Background: an optimization exercise with open tools, aiming at small area. Do not read the settings as production practice.
In this exercise RTL edits were held to simulation tests only and were not proved equivalent to the original.
Power figures rest on the tool's default switching activity, not on a simulated workload.

==> flow/design.v <==
`default_nettype none
module core_top (
	input  logic        clk_i,
	input  logic        rst_n_i,
	input  logic        fetch_enable_i,
	output logic        instr_req_o,
	output logic [31:0] instr_addr_o,
	input  logic        instr_gnt_i,
	input  logic        instr_rvalid_i,
	input  logic [31:0] instr_rdata_i,
	output logic        data_req_o,
	output logic        data_we_o,
	output logic [31:0] data_addr_o,
	output logic [31:0] data_wdata_o,
	input  logic        data_gnt_i,
	input  logic        data_rvalid_i,
	input  logic [31:0] data_rdata_i,
	output logic        core_busy_o
);
	localparam logic [3:0] S_CLR   = 4'd0;   
	localparam logic [3:0] S_IDLE  = 4'd1;
	localparam logic [3:0] S_FREQ  = 4'd2;   
	localparam logic [3:0] S_FWAIT = 4'd3;   
	localparam logic [3:0] S_RDY1  = 4'd4;   
	localparam logic [3:0] S_P0    = 4'd5;   
	localparam logic [3:0] S_P1    = 4'd6;   
	localparam logic [3:0] S_P2B   = 4'd7;   
	localparam logic [3:0] S_P2S   = 4'd8;   
	localparam logic [3:0] S_DREQ  = 4'd9;   
	localparam logic [3:0] S_DWAIT = 4'd10;  
	localparam logic [3:0] S_RDY3  = 4'd11;  
	localparam logic [3:0] S_P3    = 4'd12;  
	logic [3:0]  state_q, state_d;
	logic [3:0]  ph_q;
	logic        st_q;      
	logic        neq_q;     
	logic        calu_q;    
	logic        cpc_q;     
	logic [31:0] ir_q;      
	logic [4:0]  rs2_q;     
	logic [31:0] addr_q;    
	wire ph0  = (ph_q == 4'd0);
	wire ph15 = (ph_q == 4'd15);
	wire in_clr = (state_q == S_CLR);
	wire in_p0  = (state_q == S_P0);
	wire in_p1  = (state_q == S_P1);
	wire in_p2b = (state_q == S_P2B);
	wire in_p2s = (state_q == S_P2S);
	wire in_p3  = (state_q == S_P3);
	wire ir_ld  = (state_q == S_FWAIT) & instr_rvalid_i;
	wire [6:0] opc = ir_q[6:0];
	wire [2:0] f3  = ir_q[14:12];
	wire [6:0] f7  = ir_q[31:25];
	wire [4:0] rd  = ir_q[11:7];
	wire [4:0] rs1 = ir_q[19:15];
	wire f3_alu = (f3 == 3'b000) | (f3 == 3'b100) | (f3 == 3'b110) | (f3 == 3'b111);
	wire is_lui = (opc == 7'b0110111);
	wire is_opi = (opc == 7'b0010011) & f3_alu;
	wire is_op  = (opc == 7'b0110011) & f3_alu &
		((f7 == 7'b0000000) | ((f7 == 7'b0100000) & (f3 == 3'b000)));
	wire is_ld  = (opc == 7'b0000011) & (f3 == 3'b010);
	wire is_st  = (opc == 7'b0100011) & (f3 == 3'b010);
	wire is_br  = (opc == 7'b1100011) & (f3[2:1] == 2'b00);
	wire is_jal = (opc == 7'b1101111);
	logic [1:0] imm;
	for (genvar l = 0; l < 2; l++) begin : g_imm
		wire [4:0] bi = {ph_q, l[0]};
		logic [5:0] lo_v;
		logic [9:0] hi_v;
		logic [2:0] s_v;
		for (genvar j = 0; j < 6; j++) begin : g_lo
			assign lo_v[j] = ir_q[20 + 2*j + l];
		end
		for (genvar j = 0; j < 10; j++) begin : g_hi
			assign hi_v[j] = ir_q[12 + 2*j + l];
		end
		for (genvar j = 0; j < 3; j++) begin : g_s
			if (7 + 2*j + l <= 11) begin : g_in
				assign s_v[j] = ir_q[7 + 2*j + l];
			end else begin : g_out
				assign s_v[j] = 1'b0;
			end
		end
		wire m_lo = lo_v[ph_q[2:0]];
		wire m_hi = hi_v[ph_q - 4'd6];
		wire m_s  = s_v[ph_q[1:0]];
		always_comb begin
			if (is_lui) imm[l] = (bi >= 5'd12) ? m_hi : 1'b0;
			else if ((bi == 5'd0) && (is_br | is_jal)) imm[l] = 1'b0;
			else if (bi <= 5'd4) imm[l] = (is_st | is_br) ? m_s : m_lo;
			else if (bi <= 5'd10) imm[l] = m_lo;
			else if (bi == 5'd11) imm[l] = is_br ? ir_q[7] : is_jal ? ir_q[20] : ir_q[31];
			else if ((bi <= 5'd19) && is_jal) imm[l] = m_hi;
			else imm[l] = ir_q[31];
		end
	end
	wire [1:0] four = {1'b0, ph_q == 4'd1};
	logic [31:0] pc_q;
	logic [1:0]  head [0:31];
	assign head[0] = 2'b00;   
	wire [4:0] ridx = (in_p0 | in_p2s) ? rs2_q : rs1;
	wire [1:0] rdat = head[ridx];
	wire [1:0] pc_bit = pc_q[1:0];
	wire [1:0] a = is_jal ? pc_bit : is_lui ? 2'b00 : rdat;
	wire [1:0] bsel = (is_op | is_br) ? addr_q[1:0] : is_jal ? four : imm;
	wire sub = is_op & ir_q[30];
	wire [1:0] b = bsel ^ {2{sub}};
	wire c0 = ph0 ? sub : calu_q;
	wire s0 = a[0] ^ b[0] ^ c0;
	wire c1 = (a[0] & b[0]) | (a[0] & c0) | (b[0] & c0);
	wire s1 = a[1] ^ b[1] ^ c1;
	wire c2 = (a[1] & b[1]) | (a[1] & c1) | (b[1] & c1);
	logic [1:0] alu;
	always_comb begin
		if (is_op | is_opi) begin
			case (f3)
				3'b100:  alu = a ^ b;
				3'b110:  alu = a | b;
				3'b111:  alu = a & b;
				default: alu = {s1, s0};
			endcase
		end else begin
			alu = {s1, s0};
		end
	end
	wire taken = neq_q ^ ~f3[0];
	logic [1:0] inc;
	always_comb begin
		inc = 2'b00;
		if (in_p1) inc = is_jal ? imm : is_br ? 2'b00 : four;
		if (in_p2b) inc = taken ? imm : four;
	end
	wire pc0 = ph0 ? 1'b0 : cpc_q;
	wire ps0 = pc_bit[0] ^ inc[0] ^ pc0;
	wire pc1 = (pc_bit[0] & inc[0]) | (pc_bit[0] & pc0) | (inc[0] & pc0);
	wire ps1 = pc_bit[1] ^ inc[1] ^ pc1;
	wire pc2 = (pc_bit[1] & inc[1]) | (pc_bit[1] & pc1) | (inc[1] & pc1);
	wire [1:0] pc_in = in_clr ? 2'b00 : {ps1, ps0};
	wire rf_we = (in_p1 & (is_lui | is_opi | is_op | is_jal)) | (in_p3 & ~st_q);
	wire [1:0] wbit = in_clr ? 2'b00 : in_p3 ? addr_q[1:0] : alu;
	logic [3:0] wen_hi;
	logic [7:0] wen_lo;
	for (genvar i = 0; i < 4; i++) begin : g_whi
		assign wen_hi[i] = in_clr | (rf_we & (rd[4:3] == i));
	end
	for (genvar i = 0; i < 8; i++) begin : g_wlo
		assign wen_lo[i] = in_clr | (rd[2:0] == i);
	end
	always_ff @(posedge clk_i) begin
		pc_q <= {pc_in, pc_q[31:2]};
	end
	for (genvar k = 1; k < 32; k++) begin : g_rf
		logic [31:0] q;
		wire wen = wen_hi[k >> 3] & wen_lo[k & 7];
		always_ff @(posedge clk_i) begin
			q <= {wen ? wbit : q[1:0], q[31:2]};
		end
		assign head[k] = q[1:0];
	end
	wire [3:0] go = fetch_enable_i ? S_FREQ : S_IDLE;
	wire [3:0] first = (is_op | is_br) ? S_P0 : S_P1;
	always_comb begin
		state_d = state_q;
		case (state_q)
			S_CLR:   if (ph15) state_d = go;
			S_IDLE:  if (fetch_enable_i) state_d = S_FREQ;
			S_FREQ:  if (instr_gnt_i) state_d = S_FWAIT;
			S_FWAIT: if (instr_rvalid_i) state_d = S_RDY1;
			S_RDY1:  if (ph15) state_d = first;
			S_P0:    if (ph15) state_d = S_P1;
			S_P1:    if (ph15) state_d = is_br ? S_P2B : is_st ? S_P2S :
					is_ld ? S_DREQ : go;
			S_P2B:   if (ph15) state_d = go;
			S_P2S:   if (ph15) state_d = S_DREQ;
			S_DREQ:  if (data_gnt_i) state_d = S_DWAIT;
			S_DWAIT: if (data_rvalid_i) state_d = ph15 ? S_P3 : S_RDY3;
			S_RDY3:  if (ph15) state_d = S_P3;
			S_P3:    if (ph15) state_d = go;
			default: state_d = S_CLR;
		endcase
	end
	always_ff @(posedge clk_i or negedge rst_n_i) begin
		if (!rst_n_i) begin
			state_q <= S_CLR;
			ph_q    <= 4'd0;
		end else begin
			state_q <= state_d;
			ph_q    <= ph_q + 4'd1;
		end
	end
	wire ad_sh = in_clr | in_p0 | in_p1 | in_p2b | in_p3;
	wire [1:0] ad_in = in_p0 ? rdat : (in_p1 & (is_ld | is_st)) ? alu : pc_in;
	always_ff @(posedge clk_i) begin
		calu_q <= c2;
		cpc_q  <= pc2;
		if (in_p1) neq_q <= (ph0 ? 1'b0 : neq_q) | (a[0] ^ b[0]) | (a[1] ^ b[1]);
		if (in_p1 & ph15) st_q <= is_st;
		if (ir_ld) begin
			ir_q  <= instr_rdata_i;
			rs2_q <= instr_rdata_i[24:20];
		end else if (in_p2s) begin
			ir_q <= {rdat, ir_q[31:2]};
		end
		if ((state_q == S_DWAIT) & data_rvalid_i) begin
			addr_q <= data_rdata_i;
		end else if (ad_sh) begin
			addr_q <= {ad_in, addr_q[31:2]};
		end
	end
	assign instr_req_o  = (state_q == S_FREQ);
	assign instr_addr_o = addr_q;
	assign data_req_o   = (state_q == S_DREQ);
	assign data_we_o    = st_q;
	assign data_addr_o  = addr_q;
	assign data_wdata_o = ir_q;
	assign core_busy_o  = (state_q != S_IDLE);
endmodule
`default_nettype wire
==> flow/config.mk <==
export PLATFORM = sky130hd
export DESIGN_NAME = core_top
export DESIGN_NICKNAME = core_top
export VERILOG_FILES = /design/flow/design.v
export SDC_FILE = /design/flow/constraint.sdc
export NUM_CORES = 4
export LEC_CHECK = 0
export ABC_AREA = 1
export CAP_MARGIN = 20
export CELL_PAD_IN_SITES_DETAIL_PLACEMENT = 0
export CELL_PAD_IN_SITES_GLOBAL_PLACEMENT = 0
export CORE_MARGIN = 2
export CORE_UTILIZATION = 60
export PLACE_DENSITY = 0.7
export SLEW_MARGIN = 20
==> flow/constraint.sdc <==
create_clock -name core_clock -period 10.0 [get_ports {clk_i}]
set_input_delay 2.0000 -clock core_clock [delete_from_list [all_inputs] [get_ports {clk_i}]]
set_output_delay 2.0000 -clock core_clock [all_outputs]
set_load 0.01 [all_outputs]
standard.sh (not shown) runs the stock make flow with config.mk's settings and CLKGATE_MAP_FILE= SYNTH_SCRIPT=/design/flow/synth_recipe.tcl, a recipe that flattens the netlist after the stock synthesis.
==> flow/flow/run.sh <==
#!/bin/bash
set -euo pipefail
export BUFFER_PORTS_ARGS="-buffer_cell sky130_fd_sc_hd__buf_1"
export CTS_ARGS="-sink_clustering_enable -repair_clock_nets -dont_use_dummy_load -buf_list sky130_fd_sc_hd__clkbuf_8 -sink_clustering_size 22 -sink_clustering_max_diameter 50"
sed "s|SYNTH_SCRIPT=[^ ]*|SYNTH_SCRIPT=$PWD/flow/my_synth.tcl|" standard.sh > my_synth.sh
bash my_synth.sh synth > synth.log 2>&1
export SYNTH_ODB="$PWD/orfs/results/$FLOW_PLATFORM/core_top/base/1_synth.odb"
openroad -no_init -exit flow/downsize.tcl > downsize.log 2>&1
bash standard.sh > standard_flow.log 2>&1
==> flow/flow/area.abc <==
strash
dch -f
amap
topo
dnsize -c
==> flow/flow/downsize.tcl <==
# Swap every combinational cell that synthesis sized up back to its
# smallest drive strength; flip-flops and clock cells are left alone.
# Timing slack is several ns, and later repair steps size up where needed.
read_db $::env(SYNTH_ODB)
set db [ord::get_db]
set block [[$db getChip] getBlock]
set n 0
foreach inst [$block getInsts] {
  set name [[$inst getMaster] getName]
  if {![regexp {^sky130_fd_sc_hd__([a-z0-9]+)_([0-9]+)$} $name -> fn drv]} { continue }
  if {$drv <= 1} { continue }
  if {[regexp {^(df|edf|sdf|sedf|dl|clk|tap|fill|decap|conb)} $fn]} { continue }
  foreach t {1 0} {
    set m [$db findMaster sky130_fd_sc_hd__${fn}_$t]
    if {$m ne "NULL"} {
      $inst swapMaster $m
      incr n
      break
    }
  }
}
puts "downsized $n instances"
write_db $::env(SYNTH_ODB)
==> flow/flow/my_synth.tcl <==
# The standard synthesis (synth_recipe.tcl), with one change: abc maps
# the combinational logic with the area script flow/area.abc instead of
# ORFS's own. Flip-flops are mapped before abc runs, so they are unchanged.
set flow_dir [file dirname [file normalize [info script]]]
proc abc {args} {
  global flow_dir
  set i [lsearch $args -script]
  if {$i >= 0} { lset args [expr {$i + 1}] [file join $flow_dir area.abc] }
  yosys abc {*}$args
}
source [file join [file dirname $flow_dir] synth_recipe.tcl]
The first run ran to the end with no violations.
Change:
--- a/flow/design.v
+++ b/flow/design.v
@@ -26,11 +26,12 @@
 	localparam logic [3:0] S_P1    = 4'd6;   
 	localparam logic [3:0] S_P2B   = 4'd7;   
+	localparam logic [3:0] S_P2W   = 4'd13;  
+	localparam logic [3:0] S_WB1   = 4'd14;  
 	localparam logic [3:0] S_P2S   = 4'd8;   
 	localparam logic [3:0] S_DREQ  = 4'd9;   
 	localparam logic [3:0] S_DWAIT = 4'd10;  
 	localparam logic [3:0] S_RDY3  = 4'd11;  
-	localparam logic [3:0] S_P3    = 4'd12;  
 	logic [3:0]  state_q, state_d;
-	logic [3:0]  ph_q;
+	logic [4:0]  ph_q;      
 	logic        st_q;      
 	logic        neq_q;     
@@ -40,6 +41,7 @@
 	logic [4:0]  rs2_q;     
 	logic [31:0] addr_q;    
-	wire ph0  = (ph_q == 4'd0);
-	wire ph15 = (ph_q == 4'd15);
+	wire ph0  = (ph_q[3:0] == 4'd0);
+	wire ph15 = (ph_q[3:0] == 4'd15);
+	wire half = ph_q[4];
 	wire in_clr = (state_q == S_CLR);
 	wire in_p0  = (state_q == S_P0);
@@ -47,5 +49,6 @@
 	wire in_p2b = (state_q == S_P2B);
 	wire in_p2s = (state_q == S_P2S);
-	wire in_p3  = (state_q == S_P3);
+	wire in_p2w = (state_q == S_P2W);
+	wire in_wb1 = (state_q == S_WB1);
 	wire ir_ld  = (state_q == S_FWAIT) & instr_rvalid_i;
 	wire [6:0] opc = ir_q[6:0];
@@ -65,5 +68,5 @@
 	logic [1:0] imm;
 	for (genvar l = 0; l < 2; l++) begin : g_imm
-		wire [4:0] bi = {ph_q, l[0]};
+		wire [4:0] bi = {ph_q[3:0], l[0]};
 		logic [5:0] lo_v;
 		logic [9:0] hi_v;
@@ -83,5 +86,5 @@
 		end
 		wire m_lo = lo_v[ph_q[2:0]];
-		wire m_hi = hi_v[ph_q - 4'd6];
+		wire m_hi = hi_v[ph_q[3:0] - 4'd6];
 		wire m_s  = s_v[ph_q[1:0]];
 		always_comb begin
@@ -95,10 +98,11 @@
 		end
 	end
-	wire [1:0] four = {1'b0, ph_q == 4'd1};
+	wire [1:0] four = {1'b0, ph_q[3:0] == 4'd1};
 	logic [31:0] pc_q;
 	logic [1:0]  head [0:31];
 	assign head[0] = 2'b00;   
 	wire [4:0] ridx = (in_p0 | in_p2s) ? rs2_q : rs1;
-	wire [1:0] rdat = head[ridx];
+	wire [1:0] rraw = head[ridx];
+	wire [1:0] rdat = half ? {rraw[0], rraw[1]} : rraw;
 	wire [1:0] pc_bit = pc_q[1:0];
 	wire [1:0] a = is_jal ? pc_bit : is_lui ? 2'b00 : rdat;
@@ -137,6 +141,8 @@
 	wire pc2 = (pc_bit[1] & inc[1]) | (pc_bit[1] & pc1) | (inc[1] & pc1);
 	wire [1:0] pc_in = in_clr ? 2'b00 : {ps1, ps0};
-	wire rf_we = (in_p1 & (is_lui | is_opi | is_op | is_jal)) | (in_p3 & ~st_q);
-	wire [1:0] wbit = in_clr ? 2'b00 : in_p3 ? addr_q[1:0] : alu;
+	wire rd_op = is_lui | is_opi | is_op | is_jal;
+	wire rf_we = (in_p1 & rd_op) | ((in_wb1 | in_p2w) & ~st_q);
+	wire [1:0] wval = in_p1 ? alu : addr_q[1:0];
+	wire wbit = ~in_clr & (half ? wval[0] : wval[1]);
 	logic [3:0] wen_hi;
 	logic [7:0] wen_lo;
@@ -154,5 +160,5 @@
 		wire wen = wen_hi[k >> 3] & wen_lo[k & 7];
 		always_ff @(posedge clk_i) begin
-			q <= {wen ? wbit : q[1:0], q[31:2]};
+			q <= {q[0], wen ? wbit : q[1], q[31:2]};
 		end
 		assign head[k] = q[1:0];
@@ -163,5 +169,5 @@
 		state_d = state_q;
 		case (state_q)
-			S_CLR:   if (ph15) state_d = go;
+			S_CLR:   if (ph15 & half) state_d = go;
 			S_IDLE:  if (fetch_enable_i) state_d = S_FREQ;
 			S_FREQ:  if (instr_gnt_i) state_d = S_FWAIT;
@@ -170,11 +176,12 @@
 			S_P0:    if (ph15) state_d = S_P1;
 			S_P1:    if (ph15) state_d = is_br ? S_P2B : is_st ? S_P2S :
-					is_ld ? S_DREQ : go;
+					is_ld ? S_DREQ : rd_op ? S_P2W : go;
+			S_P2W:   if (ph15) state_d = go;
 			S_P2B:   if (ph15) state_d = go;
 			S_P2S:   if (ph15) state_d = S_DREQ;
 			S_DREQ:  if (data_gnt_i) state_d = S_DWAIT;
-			S_DWAIT: if (data_rvalid_i) state_d = ph15 ? S_P3 : S_RDY3;
-			S_RDY3:  if (ph15) state_d = S_P3;
-			S_P3:    if (ph15) state_d = go;
+			S_DWAIT: if (data_rvalid_i) state_d = S_RDY3;
+			S_RDY3:  if (ph15) state_d = st_q ? S_P2W : S_WB1;
+			S_WB1:   if (ph15) state_d = S_P2W;
 			default: state_d = S_CLR;
 		endcase
@@ -183,12 +190,13 @@
 		if (!rst_n_i) begin
 			state_q <= S_CLR;
-			ph_q    <= 4'd0;
+			ph_q    <= 5'd0;
 		end else begin
 			state_q <= state_d;
-			ph_q    <= ph_q + 4'd1;
-		end
-	end
-	wire ad_sh = in_clr | in_p0 | in_p1 | in_p2b | in_p3;
-	wire [1:0] ad_in = in_p0 ? rdat : (in_p1 & (is_ld | is_st)) ? alu : pc_in;
+			ph_q    <= ph_q + 5'd1;
+		end
+	end
+	wire ad_sh = in_clr | in_p0 | in_p1 | in_p2b | in_p2w | in_wb1;
+	wire [1:0] ad_in = in_p0 ? rdat : in_wb1 ? addr_q[1:0] :
+		(in_p1 & (is_ld | is_st | rd_op)) ? alu : pc_in;
 	always_ff @(posedge clk_i) begin
 		calu_q <= c2;
After rerunning: Clock-buffer cell count stays the same. Total power fell by about 1.1%. Worst setup slack gets better by 0.44 ns. Maximum frequency rose by about 7%. Cell count fell by 1.5%.

[separate check: timing with driven ports]
In the flow no input, the clock included, has a driving cell. The finished layouts below were timed again as built, in two steps.
Step 1 (the two cells are an assumption about what drives the block):
set clk [get_ports {clk_i}]
set_driving_cell -lib_cell sky130_fd_sc_hd__clkbuf_16 $clk
set_driving_cell -lib_cell sky130_fd_sc_hd__buf_2 [delete_from_list [all_inputs] $clk]
Step 2 moves the port delays by t, midway between the first and last clock arrival at a register: inputs arrive t later, outputs are due t later. That takes back most of the time a late clock gives input paths.
Slacks: ideal ports / drivers / drivers and shift; pairs: ideal ports / drivers.
| run | shift t [ns] | setup slack, ns | hold slack, ns | worst setup path after step 2 |
|---|---|---|---|---|
| the first run | 0.693 | 3.361 / 3.361 / 3.361 | 0.274 / 0.274 / 0.274 | register to register |
| the second run | 0.696 | 3.797 / 3.797 / 3.797 | 0.271 / 0.271 / 0.271 | register to register |
After both steps setup and hold are still met in every run listed.
